This design comes from an exercise in tuning for small area, a short achievable clock period and few clock cycles on the open sky130 flow, not from production work. Function was checked by simulation only, so behaviour that the tests miss may differ from the original.

==> inputs of run A <==
Design ntsa_top, start of the top module:
module ntsa_top (
   input  logic         clock,
   input  logic         reset,
   input  logic         req_valid,
   output logic         req_ready,
   input  logic         req_cmd,
   input  logic [62:0]  req_stamp_ns,
   input  logic [31:0]  req_yaw,
   input  logic [31:0]  req_pitch,
   output logic         rsp_valid,
   input  logic         rsp_ready,
   output logic [31:0]  rsp_yaw,
   output logic [31:0]  rsp_pitch,
   output logic [63:0]  rsp_offset_ns,
   output logic         rsp_empty,
   output logic         rsp_late,
   input  logic         psel,
   input  logic         penable,
   input  logic         pwrite,
   input  logic [2:0]   paddr,
   input  logic [31:0]  pwdata,
   output logic [31:0]  prdata,
   output logic         pready
);
make LEC_CHECK=0 CAP_MARGIN=20 CORE_MARGIN=2 CORE_UTILIZATION=40 SLEW_MARGIN=20 finish   # period 5.0 ns
run.sh (not shown) runs the stock make flow with config.mk's settings and CLKGATE_MAP_FILE= SYNTH_SCRIPT=/design/flow/synth_recipe.tcl, a recipe that flattens the netlist after the stock synthesis.
==> run P: changes against run A <==
--- a/flow/design.v
+++ b/flow/design.v
@@ -36,117 +36,81 @@
       logic                       found;
       logic [STAMP_W-1:0]         gap;
       logic signed [OFFS_W-1:0]   diff;
       logic signed [ANGLE_W-1:0]  yaw;
       logic signed [ANGLE_W-1:0]  pitch;
    } match_type;
-   typedef enum logic [2:0] {
+   typedef enum logic [1:0] {
       ST_IDLE,
       ST_SCAN,
       ST_DRAIN,
-      ST_FINISH,
-      ST_DRAIN2
+      ST_FINISH
    } state_type;
 endpackage
 `timescale 1ns / 1ps
 module ntsa_cell (
    input  logic                  clock,
    input  logic                  shift_en,
-   input  logic                  scan_en,
    input  ntsa_pkg::sample_type  left_sample,
-   input  ntsa_pkg::sample_type  left2_sample,
    output ntsa_pkg::sample_type  cell_sample
 );
    ntsa_pkg::sample_type sample_ff;
    always_ff @(posedge clock) begin
-      if (scan_en) begin
-         sample_ff <= left2_sample;
-      end else if (shift_en) begin
+      if (shift_en) begin
          sample_ff <= left_sample;
       end
    end
    assign cell_sample = sample_ff;
 endmodule
 `timescale 1ns / 1ps
 module ntsa_match (
    input  logic                          clock,
    input  logic                          reset,
    input  ntsa_pkg::match_ctl_type       ctl,
-   input  logic                          valid_new,
    input  ntsa_pkg::sample_type          sample,
-   input  ntsa_pkg::sample_type          sample_new,
    input  logic [ntsa_pkg::STAMP_W-1:0]  query_time,
    output ntsa_pkg::match_type           best
 );
-   logic [ntsa_pkg::OFFS_W-1:0]   fwd_o, rev_o, fwd_n, rev_n;
-   assign fwd_o = {1'b0, sample.stamp} - {1'b0, query_time};
-   assign rev_o = {1'b0, query_time} - {1'b0, sample.stamp};
-   assign fwd_n = {1'b0, sample_new.stamp} - {1'b0, query_time};
-   assign rev_n = {1'b0, query_time} - {1'b0, sample_new.stamp};
-   logic                          s1o_valid_ff, s1n_valid_ff;
-   logic [ntsa_pkg::STAMP_W-1:0]  s1o_gap_ff, s1n_gap_ff;
-   logic [ntsa_pkg::OFFS_W-1:0]   s1o_diff_ff, s1n_diff_ff;
-   logic [ntsa_pkg::ANGLE_W-1:0]  s1o_yaw_ff, s1n_yaw_ff;
-   logic [ntsa_pkg::ANGLE_W-1:0]  s1o_pitch_ff, s1n_pitch_ff;
+   logic [ntsa_pkg::OFFS_W-1:0]   fwd_diff;
+   logic [ntsa_pkg::OFFS_W-1:0]   rev_diff;
+   logic                s1_valid_ff;
+   logic [ntsa_pkg::STAMP_W-1:0]  s1_gap_ff;
+   logic [ntsa_pkg::OFFS_W-1:0]   s1_diff_ff;
+   logic [ntsa_pkg::ANGLE_W-1:0]  s1_yaw_ff;
+   logic [ntsa_pkg::ANGLE_W-1:0]  s1_pitch_ff;
+   logic                take;
+   ntsa_pkg::match_type           best_ff;
+   assign fwd_diff = {1'b0, sample.stamp} - {1'b0, query_time};
+   assign rev_diff = {1'b0, query_time} - {1'b0, sample.stamp};
    always_ff @(posedge clock) begin
       if (reset) begin
-         s1o_valid_ff <= 1'b0;
-         s1n_valid_ff <= 1'b0;
+         s1_valid_ff <= 1'b0;
       end else begin
-         s1o_valid_ff <= ctl.valid;
-         s1n_valid_ff <= valid_new;
+         s1_valid_ff <= ctl.valid;
       end
    end
    always_ff @(posedge clock) begin
       if (ctl.valid) begin
-         s1o_gap_ff   <= fwd_o[ntsa_pkg::OFFS_W-1] ? rev_o[ntsa_pkg::STAMP_W-1:0] : fwd_o[ntsa_pkg::STAMP_W-1:0];
-         s1o_diff_ff  <= fwd_o;
-         s1o_yaw_ff   <= sample.yaw;
-         s1o_pitch_ff <= sample.pitch;
-      end
-      if (valid_new) begin
-         s1n_gap_ff   <= fwd_n[ntsa_pkg::OFFS_W-1] ? rev_n[ntsa_pkg::STAMP_W-1:0] : fwd_n[ntsa_pkg::STAMP_W-1:0];
-         s1n_diff_ff  <= fwd_n;
-         s1n_yaw_ff   <= sample_new.yaw;
-         s1n_pitch_ff <= sample_new.pitch;
-      end
-   end
-   logic                          pick_new;
-   logic                          s2_valid_ff;
-   logic [ntsa_pkg::STAMP_W-1:0]  s2_gap_ff;
-   logic [ntsa_pkg::OFFS_W-1:0]   s2_diff_ff;
-   logic [ntsa_pkg::ANGLE_W-1:0]  s2_yaw_ff;
-   logic [ntsa_pkg::ANGLE_W-1:0]  s2_pitch_ff;
-   assign pick_new = s1n_valid_ff && (!s1o_valid_ff || (s1n_gap_ff < s1o_gap_ff));
-   always_ff @(posedge clock) begin
-      if (reset) begin
-         s2_valid_ff <= 1'b0;
-      end else begin
-         s2_valid_ff <= s1o_valid_ff || s1n_valid_ff;
-      end
-      if (s1o_valid_ff || s1n_valid_ff) begin
-         s2_gap_ff   <= pick_new ? s1n_gap_ff   : s1o_gap_ff;
-         s2_diff_ff  <= pick_new ? s1n_diff_ff  : s1o_diff_ff;
-         s2_yaw_ff   <= pick_new ? s1n_yaw_ff   : s1o_yaw_ff;
-         s2_pitch_ff <= pick_new ? s1n_pitch_ff : s1o_pitch_ff;
+         s1_gap_ff   <= fwd_diff[ntsa_pkg::OFFS_W-1] ? rev_diff[ntsa_pkg::STAMP_W-1:0] : fwd_diff[ntsa_pkg::STAMP_W-1:0];
+         s1_diff_ff  <= fwd_diff;
+         s1_yaw_ff   <= sample.yaw;
+         s1_pitch_ff <= sample.pitch;
       end
    end
-   logic                take;
-   ntsa_pkg::match_type best_ff;
-   assign take = s2_valid_ff && (!best_ff.found || (s2_gap_ff < best_ff.gap));
+   assign take = s1_valid_ff && (!best_ff.found || (s1_gap_ff < best_ff.gap));
    always_ff @(posedge clock) begin
       if (reset || ctl.clear) begin
          best_ff.found <= 1'b0;
       end else if (take) begin
          best_ff.found <= 1'b1;
       end
       if (take) begin
-         best_ff.gap   <= s2_gap_ff;
-         best_ff.diff  <= s2_diff_ff;
-         best_ff.yaw   <= s2_yaw_ff;
-         best_ff.pitch <= s2_pitch_ff;
+         best_ff.gap   <= s1_gap_ff;
+         best_ff.diff  <= s1_diff_ff;
+         best_ff.yaw   <= s1_yaw_ff;
+         best_ff.pitch <= s1_pitch_ff;
       end
    end
    assign best = best_ff;
 endmodule
 `timescale 1ns / 1ps
 module nearest_timestamp_sample_align #(
@@ -167,26 +131,25 @@
    input  logic [31:0]                       pwdata,
    output logic [31:0]                       prdata,
    output logic                              pready
 );
    localparam int CNT_W = $clog2(DEPTH + 1);
    localparam logic [CNT_W-1:0] DEPTH_C = CNT_W'(DEPTH);
-   localparam logic [CNT_W-1:0] LAST_C  = CNT_W'(DEPTH / 2 - 1);
+   localparam logic [CNT_W-1:0] LAST_C  = CNT_W'(DEPTH - 1);
    ntsa_pkg::state_type           state_ff, state_in;
    logic [CNT_W-1:0]    fill_ff, fill_in;
    logic [CNT_W-1:0]    scan_ff, scan_in;
    logic [ntsa_pkg::STAMP_W-1:0]  query_stamp_ff;
    logic [ntsa_pkg::SKEW_W-1:0]   warn_skew_ff;
    logic                rsp_valid_ff, rsp_valid_in;
    ntsa_pkg::rsp_type             rsp_data_ff;
    ntsa_pkg::rsp_type             rsp_data_in;
    logic                req_fire;
    logic                push_fire;
    logic                query_fire;
    logic                shift_en;
-   logic                scan_en;
    logic                rsp_load;
    ntsa_pkg::sample_type          chain_src;
    logic [DEPTH-1:0][ntsa_pkg::SAMPLE_W-1:0] cell_q;
    ntsa_pkg::match_ctl_type       match_ctl;
    ntsa_pkg::match_type           best;
    assign pready = 1'b1;
@@ -199,51 +162,39 @@
    end
    assign prdata = (paddr == ntsa_pkg::CSR_WARN_SKEW) ? warn_skew_ff : 32'd0;
    assign req_ready  = (state_ff == ntsa_pkg::ST_IDLE);
    assign req_fire   = req_valid && req_ready;
    assign push_fire  = req_fire && (req_payload.cmd == ntsa_pkg::CMD_PUSH);
    assign query_fire = req_fire && (req_payload.cmd == ntsa_pkg::CMD_QUERY);
-   assign shift_en  = push_fire;
-   assign scan_en   = (state_ff == ntsa_pkg::ST_SCAN);
-   assign chain_src = {req_payload.stamp_ns, req_payload.yaw_in, req_payload.pitch_in};
+   assign shift_en  = push_fire || (state_ff == ntsa_pkg::ST_SCAN);
+   assign chain_src = (state_ff == ntsa_pkg::ST_SCAN) ? cell_q[DEPTH-1] :
+                      {req_payload.stamp_ns, req_payload.yaw_in, req_payload.pitch_in};
    for (genvar g = 0; g < DEPTH; g++) begin : g_cell
-      ntsa_pkg::sample_type left1, left2;
       if (g == 0) begin : g_head
-         assign left1 = chain_src;
+         ntsa_cell u_cell (
+            .clock       (clock),
+            .shift_en    (shift_en),
+            .left_sample (chain_src),
+            .cell_sample (cell_q[g])
+         );
       end else begin : g_body
-         assign left1 = cell_q[g-1];
+         ntsa_cell u_cell (
+            .clock       (clock),
+            .shift_en    (shift_en),
+            .left_sample (cell_q[g-1]),
+            .cell_sample (cell_q[g])
+         );
       end
-      if (g < 2) begin : g_wrap
-         assign left2 = cell_q[DEPTH-2+g];
-      end else begin : g_rot
-         assign left2 = cell_q[g-2];
-      end
-      ntsa_cell u_cell (
-         .clock        (clock),
-         .shift_en     (shift_en),
-         .scan_en      (scan_en),
-         .left_sample  (left1),
-         .left2_sample (left2),
-         .cell_sample  (cell_q[g])
-      );
-   end
-   logic [CNT_W:0] pos_old;
-   logic [CNT_W:0] pos_new;
-   assign pos_old = (CNT_W+1)'(DEPTH - 1) - {scan_ff, 1'b0};
-   assign pos_new = (CNT_W+1)'(DEPTH - 2) - {scan_ff, 1'b0};
+   end
    assign match_ctl.clear = query_fire;
-   assign match_ctl.valid = (state_ff == ntsa_pkg::ST_SCAN) && (pos_old < {1'b0, fill_ff});
-   logic match_valid_new;
-   assign match_valid_new = (state_ff == ntsa_pkg::ST_SCAN) && (pos_new < {1'b0, fill_ff});
+   assign match_ctl.valid = (state_ff == ntsa_pkg::ST_SCAN) && (scan_ff >= (DEPTH_C - fill_ff));
    ntsa_match u_match (
       .clock       (clock),
       .reset       (reset),
       .ctl         (match_ctl),
-      .valid_new   (match_valid_new),
       .sample      (cell_q[DEPTH-1]),
-      .sample_new  (cell_q[DEPTH-2]),
       .query_time  (query_stamp_ff),
       .best        (best)
    );
    always_ff @(posedge clock) begin
       if (query_fire) begin
          query_stamp_ff <= req_payload.stamp_ns;
@@ -268,15 +219,12 @@
             scan_in = scan_ff + 1'b1;
             if (scan_ff == LAST_C) begin
                state_in = ntsa_pkg::ST_DRAIN;
             end
          end
          ntsa_pkg::ST_DRAIN: begin
-            state_in = ntsa_pkg::ST_DRAIN2;
-         end
-         ntsa_pkg::ST_DRAIN2: begin
             state_in = ntsa_pkg::ST_FINISH;
          end
          ntsa_pkg::ST_FINISH: begin
             if (!rsp_valid_ff || rsp_ready) begin
                rsp_load = 1'b1;
                state_in = ntsa_pkg::ST_IDLE;
==> summary of the runs <==
- Run P ran to the end with no violations. Run A went through all stages and came out clean.
- Maximum frequency: run A is lower than run P (9.8%).
- In run A the area after synthesis is larger than in run P, by about 44%.
- In run P the sequential share of layout area is higher than in run A, by 20 points.
- In run A the sequential cell count is higher than in run P, by 383.
Testbench counts of run A, summed over its fixed seeds: cycles 44,251.
Testbench counts of run P, summed over its fixed seeds: cycles 79,435.

## separate check: timing with driven ports
No port has a modelled driver above. Below, the same layouts with a new extraction and two added sets of constraints. Step 1: set_driving_cell puts a clkbuf_16 on clock and a buf_2 on each other input, an assumption about the parent block. Step 2 also shifts input and output timing later by t, the mid clock arrival at the registers, as if the neighbouring blocks saw the same clock. Slacks: ideal ports / drivers / drivers and shift; pairs: ideal ports / drivers.
run	shift t [ns]	slack for setup (ns)	worst slew at a driven data input, ns
run A	1.276	0.243 / 0.243 / 0.243	0.49
run P	1.195	0.711 / 0.711 / 0.711	0.29
After both steps every run listed still meets setup and hold.
